Source: an optimization exercise on an open RTL-to-GDS flow (aim: small area). Production flows keep margins and buffers that such runs may drop. The RTL of this run was laid out without a check of its function. Power is estimated from default activity; no workload was simulated.

<file path="flow/run.sh">
#!/bin/bash
# synth_recipe.tcl (not shown) runs the flow's synth.tcl, then flattens the netlist and writes it again
# the make line also repeats each setting of config.mk as NAME=value (left out here)
make -C /OpenROAD-flow-scripts/flow DESIGN_CONFIG=/design/flow/config.mk WORK_HOME=/design/flow/orfs CLKGATE_MAP_FILE= SYNTH_SCRIPT=/design/flow/synth_recipe.tcl finish
</file>
<file path="flow/config.mk">
export PLATFORM = sky130hd
export DESIGN_NAME = regfile_nrd_1wr
export DESIGN_NICKNAME = regfile_nrd_1wr
export VERILOG_FILES = /design/flow/design.v
export SDC_FILE = /design/flow/constraint.sdc
export NUM_CORES = 4
export LEC_CHECK = 0
export CAP_MARGIN = 20
export CORE_MARGIN = 2
export CORE_UTILIZATION = 55
export PLACE_DENSITY = 0.65
export SETUP_SLACK_MARGIN = 0
export SLEW_MARGIN = 20
export SYNTH_HIERARCHICAL = 1
</file>
<file path="flow/constraint.sdc">
create_clock -name core_clock -period 8.0 [get_ports {clk}]
set_input_delay 1.6000 -clock core_clock [delete_from_list [all_inputs] [get_ports {clk}]]
set_output_delay 1.6000 -clock core_clock [all_outputs]
set_load 0.01 [all_outputs]
</file>
<file path="flow/design.v">
package regfile_pkg;
  localparam int unsigned DEF_DATA_W = 32;
  localparam int unsigned DEF_ADDR_W = 5;
  localparam int unsigned DEF_NRD    = 2;
  localparam logic [DEF_ADDR_W-1:0] REG_ZERO = '0;
endpackage
module regfile_rd_mux
#(
  parameter int unsigned DATA_W = regfile_pkg::DEF_DATA_W,
  parameter int unsigned NWORD  = 2**regfile_pkg::DEF_ADDR_W
) (
  input  logic [NWORD*DATA_W-1:0] i_words,
  input  logic [NWORD-1:0]        i_sel,
  output logic [DATA_W-1:0]       o_data_c
);
  localparam int unsigned NGRP  = (NWORD + 2) / 3;    
  localparam int unsigned NNAND = (NGRP + 3) / 4;     
  for (genvar b = 0; b < DATA_W; b++) begin : g_bit
    logic [NGRP-1:0]  w_grp_n;
    logic [NNAND-1:0] w_part;
    for (genvar g = 0; g < NGRP; g++) begin : g_grp
      if (3*g + 2 < NWORD) begin : g_3
        rf_aoi222 u_aoi (
          .a1 (i_words[(3*g)*DATA_W + b]),   .a2 (i_sel[3*g]),
          .b1 (i_words[(3*g+1)*DATA_W + b]), .b2 (i_sel[3*g+1]),
          .c1 (i_words[(3*g+2)*DATA_W + b]), .c2 (i_sel[3*g+2]),
          .y  (w_grp_n[g])
        );
      end else if (3*g + 1 < NWORD) begin : g_2
        rf_aoi22 u_aoi (
          .a1 (i_words[(3*g)*DATA_W + b]),   .a2 (i_sel[3*g]),
          .b1 (i_words[(3*g+1)*DATA_W + b]), .b2 (i_sel[3*g+1]),
          .y  (w_grp_n[g])
        );
      end else begin : g_1
        rf_nand2 u_aoi (
          .a (i_words[(3*g)*DATA_W + b]), .b (i_sel[3*g]),
          .y (w_grp_n[g])
        );
      end
    end
    for (genvar n = 0; n < NNAND; n++) begin : g_nand
      localparam int unsigned LO = 4*n;
      localparam int unsigned HI = (4*n + 3 < NGRP) ? 4*n + 3 : NGRP - 1;
      rf_nand #(.N (HI - LO + 1)) u_nand (
        .a (w_grp_n[HI:LO]),
        .y (w_part[n])
      );
    end
    rf_or #(.N (NNAND)) u_or (
      .a (w_part),
      .y (o_data_c[b])
    );
  end
endmodule
module rf_aoi222 (
  input  logic a1, a2, b1, b2, c1, c2,
  output logic y
);
  assign y = !((a1 && a2) || (b1 && b2) || (c1 && c2));
endmodule
module rf_aoi22 (
  input  logic a1, a2, b1, b2,
  output logic y
);
  assign y = !((a1 && a2) || (b1 && b2));
endmodule
module rf_nand2 (
  input  logic a, b,
  output logic y
);
  assign y = !(a && b);
endmodule
module rf_nand #(
  parameter int unsigned N = 4
) (
  input  logic [N-1:0] a,
  output logic         y
);
  assign y = !(&a);
endmodule
module rf_or #(
  parameter int unsigned N = 3
) (
  input  logic [N-1:0] a,
  output logic         y
);
  assign y = |a;
endmodule
module regfile_nrd_1wr
#(
  parameter int unsigned DATA_W   = regfile_pkg::DEF_DATA_W,
  parameter int unsigned ADDR_W   = regfile_pkg::DEF_ADDR_W,
  parameter int unsigned NRD      = regfile_pkg::DEF_NRD,
  parameter int unsigned ZERO_REG = 1,
  parameter int unsigned BYPASS   = 1,
  parameter int unsigned RD_LAT   = 0
) (
  input  logic                  clk,
  input  logic                  rst_n,
  input  logic                  we,
  input  logic [ADDR_W-1:0]     waddr,
  input  logic [DATA_W-1:0]     wdata,
  input  logic [NRD*ADDR_W-1:0] raddr,
  output logic [NRD*DATA_W-1:0] rdata
);
  localparam int unsigned NREG = 2**ADDR_W;
  logic [NREG*DATA_W-1:DATA_W] r_mem;
  logic [NREG*DATA_W-1:DATA_W] w_mem_d;
  logic                   w_wr_en;
  logic [NREG-1:1]        w_ld;
  logic [NREG-1:1]        w_hold;
  logic [DATA_W-1:0]      w_wd;
  assign w_wr_en = rst_n && we && (waddr != ADDR_W'(regfile_pkg::REG_ZERO));
  assign w_wd    = wdata & {DATA_W{rst_n}};
  for (genvar k = 1; k < NREG; k++) begin : g_row
    assign w_ld[k]   = !rst_n || (we && (waddr == ADDR_W'(k)));
    assign w_hold[k] = rst_n && !(we && (waddr == ADDR_W'(k)));
    rf_hold_mux #(.N (DATA_W)) u_hold (
      .q    (r_mem[k*DATA_W +: DATA_W]),
      .hold (w_hold[k]),
      .d    (w_wd),
      .ld   (w_ld[k]),
      .y    (w_mem_d[k*DATA_W +: DATA_W])
    );
  end
  always_ff @(posedge clk) begin
    r_mem <= w_mem_d;
  end
  for (genvar p = 0; p < NRD; p++) begin : g_rd
    logic [ADDR_W-1:0] w_addr;
    logic              w_hit;
    logic [NREG-1:0]   w_sel;
    assign w_addr = raddr[p*ADDR_W +: ADDR_W];
    assign w_hit  = w_wr_en && (w_addr == waddr);
    always_comb begin
      w_sel[0] = w_hit;
      for (int unsigned k = 1; k < NREG; k++) begin
        w_sel[k] = !w_hit && (w_addr == ADDR_W'(k));
      end
    end
    regfile_rd_mux #(
      .DATA_W (DATA_W),
      .NWORD  (NREG)
    ) u_rd_mux (
      .i_words  ({r_mem, wdata}),
      .i_sel    (w_sel),
      .o_data_c (rdata[p*DATA_W +: DATA_W])
    );
  end
endmodule
module rf_hold_mux #(
  parameter int unsigned N = 32
) (
  input  logic [N-1:0] q,
  input  logic         hold,
  input  logic [N-1:0] d,
  input  logic         ld,
  output logic [N-1:0] y
);
  assign y = (q & {N{hold}}) | (d & {N{ld}});
endmodule
</file>
==> out/summary.log <==
[synthesis] area of the mapped netlist 41340 um2
[clocking] number of sinks on the clock net 992
[power_and_ir_drop] Static Leak 17.99 nW
[global_routing] via count of the first global-routing pass 39140
[synthesis] syn nets 3476
[final_layout] largest registers ranked by flip-flop count r_mem x992
[power_and_ir_drop] clock network fraction of total power 42.0%
[status] result of the run no timing/DRC/antenna violations
[synthesis] Yosys reg bits 992
[global_routing] antenna violations before repair 4
[power_and_ir_drop] internal power 9.063 mW
[die] die footprint 77370 um2
[critical_path] critical path endpoint category output pin
[synthesis] post-synthesis instance total 3426
[power_and_ir_drop] Net Sw Power 3.374 mW
[timing] final total negative setup slack 0 ns
[power_and_ir_drop] largest vdd supply drop 171.1 uV
[clocking] library cell used as clock root buffer clkbuf_16
[timing] Fin. Hold Viols 0
[global_routing] maximum number of pins on one net before global-route repair 55
[place] post-detailed-placement half-perimeter wirelength 103.0 mm
[global_routing] aggregate global routing overflow 0
[synthesis] sequential area share after synthesis 48.04%
[power_and_ir_drop] ratio of total power to cell area 261.3 nW/um2
[timing] Layout Skew 0 ns
[route] DRT antenna net count 0
[timing] part of the cycle the worst path needs 96.43%
[synthesis] library cells used by synthesis 35
[clocking] number of CTS-inserted buffers 102
[clocking] number of buffers added for setup after CTS 0
[critical_path] critical path data required time 6.40 ns
[clocking] clock latency reported for the late side of the worst-skew pair 0.67 ns
[synthesis] Synth Area per Inst 12.07 um2
[final_layout] number of flip-flops in the largest register 992
[critical_path] Data arrival, critical path 6.11 ns
[power_and_ir_drop] share of power burned in combinational logic 12.0%
[route] Remaining DRCs 0
[timing] Least-Margin Pin Slew 1.237 ns
[power_and_ir_drop] sequential group share of total power 46.0%
[route] number of vias after detailed routing 40580
[final_layout] most used cells in the layout excluding fill and tap cells dfxtp_1 (992), a22o_1 (930), a222oi_1 (640)
[critical_path] critical path class primary input to output pin
[die] height of the chip 278.2 um
[final_layout] number of filler cells placed in the layout 5707
[flow_run] number of maximum-capacitance violations 0
[timing] Slew HR 17.36%
[timing] crit path time final 7.714 ns
[critical_path] crit path launch type primary input
[route] initial DRC count 10370
[clocking] hold buffer count at CTS 0
[hold_path] worst min path class flip-flop to flip-flop
[final_layout] number of nets in the layout 3642
[timing] number of setup violations in the final report 0
[synthesis] Warnings, synthesis 7
[die] standard-cell rows 100
[place] Routability Congestion 1.031
[critical_path] maximum fanout count along the critical path 32
[route] total iterations of the first detailed-routing run 15
[die] Starting Density 55.53%
[clocking] clock-pin slew reported for the worst setup and hold paths after clock tree synthesis 0.06 ns
[route] number of vias per cell 8.729
[synthesis] most used flip-flop cell after synthesis dfxtp_1
[timing] count of pins over their slew limit 0
[synthesis] proportion of register bits with asynchronous set or reset after synthesis 0%
[global_routing] combined global-route utilization of all metal layers 45.80%
[route] detailed-route wire length 187.0 mm
[place] count of buffers from port buffering 113
[power_and_ir_drop] switching part of the total 27.12%
[final_layout] top register by number of flip-flops r_mem
[synthesis] count of flip-flops with a built-in enable after synthesis 0
[route] met1 routed wirelength after detailed routing 67.00 mm
[global_routing] wire length of the first global-routing pass 263.2 mm
[final_layout] most common cell after layout, fill and taps aside dfxtp_1
[route] met2 wirelength from detailed routing 74.78 mm
[final_layout] post-layout util 63.94%
[timing] unrepaired setup endpoints after global routing no
[clocking] post-CTS sizing 0
[route] met3 wire length 31.14 mm
[clocking] Clock H-tree levels 3
[die] Boundary Pins 114
[final_layout] layout cells sized above 1 15.98%
[route] wire per inst 40.23 um
[final_layout] area overhead of the layout relative to synthesis 15.15%
[clocking] TritonCTS clock tree built
[timing] achievable frequency 0.1296 GHz
[route] uppermost signal routing layer after detailed routing met5
[die] core footprint 74450 um2
[clocking] maximum number of buffers from clock root to sink 3
[die] die width 278.2 um
==> critical path, stage by stage <==
cell             delay [ns]
clkdlybuf4s50_1        0.68
or2_1                  0.51
o311a_4                0.72
buf_12                 0.26
a211oi_4               0.07
buf_4                  0.34
a222oi_1               0.34
nand4_1                0.40
or3_1                  0.59
clkdlybuf4s50_1        0.55
==> modules after synthesis, one instance, submodules excluded, a selection <==
module	cells	cell area (um2)
rf_aoi222	1	10.01
regfile_nrd_1wr	1288	21750
rf_aoi22	1	12.51
==> Yosys cell counts, types with 16 or more instances <==
cell type | n | area (um2)
or3_1 | 67 | 419.2
a22o_2 | 62 | 620.6
a21oi_1 | 35 | 175.2
clkbuf_1 | 16 | 60.06
a222oi_1 | 640 | 6406
a211oi_2 | 23 | 287.8
nand3_1 | 86 | 430.4
dfxtp_1 | 992 | 19860
buf_6 | 192 | 2162
a22o_1 | 930 | 8145
nand4_1 | 134 | 838.3
a22oi_2 | 64 | 800.8
o21ai_0 | 25 | 125.1
o21a_1 | 19 | 142.6
and2_1 | 35 | 219.0
==> logic make-up (layout without fill, tap and decap cells) <==
| kind of cell | count (synthesis) | after routing | synth area share (%) |
|---|---|---|---|
| xor+xnor | 10 | 10 | 0.2119 |
| other cells | 0 | 1 | 0 |
| compound gates | 1810 | 1810 | 40.66 |
| flops | 992 | 992 | 48.04 |
| simple gates | 373 | 373 | 5.369 |
| buf+inv | 241 | 494 | 5.724 |
==> metrics by stage <==
stage	setup WS (ns)	std cells	total power, mW	cell area, um2	hold WS, ns
finish	0.2859	4649	12.44	47600	0.5102
global route	0.2752	4648	12.66	47600	0.5218
CTS	0.4612	4646	12.32	47540	0.5118
detailed placement	0.4820	4455	7.210	43880	0.4935
global placement	0.5737	4449	7.139	43760	0.4870
floorplan	0.2902	3426	6.588	41340	0.4769
==> per-layer routing <==
layer | global-route usage [%] | vias to the layer above
met4 | 30.16 | 8
met1 | 59.33 | 19550
met2 | 63.67 | 4341
met3 | 16.72 | 881
met5 | 1.001 | -
li1 | - | 15800
==> power groups by stage <==
stage	Clock, mW	Combinational [mW]	Sequential (mW)
after detailed placement	0	1.41	5.80
after global placement	0	1.37	5.77
after CTS	5.21	1.41	5.70
after floorplan	0	0.872	5.72
after global routing	5.40	1.50	5.76
final	5.22	1.49	5.72
==> path summary, 6_finish.rpt <==
path,from,end,slack [ns],depth (start not counted)
min reg2reg,r_mem[527],r_mem[527],0.51,1
min,r_mem[527],r_mem[527],0.51,1
max,waddr[1],rdata[10],0.29,10
max reg2reg,r_mem[991],r_mem[991],7.29,1
==> area by class of cell <==
class	count	area [um2]	area share, %
timing repair buffer	291	2718	5.709
sequential	992	19860	41.72
clock inverter	51	718.2	1.509
inverter	12	45.04	0.09462
multi-input combinational	2193	20110	42.24
clock buffer	140	2939	6.174
antenna	1	2.502	0.005257
tap	969	1212	2.547

-- port drivers added, routing unchanged --
How much do the figures lean on ideal ports? The routed layout below was timed once more, with nothing changed but the port constraints. Step 1: set_driving_cell puts a clkbuf_16 on clk and a buf_2 on each other input, an assumption about the parent block. Step 2 moves the port delays by t, midway between the first and last clock arrival at a register: inputs arrive t later, outputs are due t later. That takes back most of the time a late clock gives input paths. a / b / c = ideal / step 1 / step 2; a / b = the first two.
t (ns): 0.745
setup WS [ns]: 0.286 / 0.179 / 0.179
worst hold slack (ns): 0.510 / 0.510 / 0.510
clock arrival spread, ns: 0.030 / 0.030
slew at the worst register clock pin (ns): 0.07 / 0.07
After both steps this run still meets setup and hold. For this run, drivers alone change the setup slack by -0.107 ns; drivers and shift together by -0.107 ns.
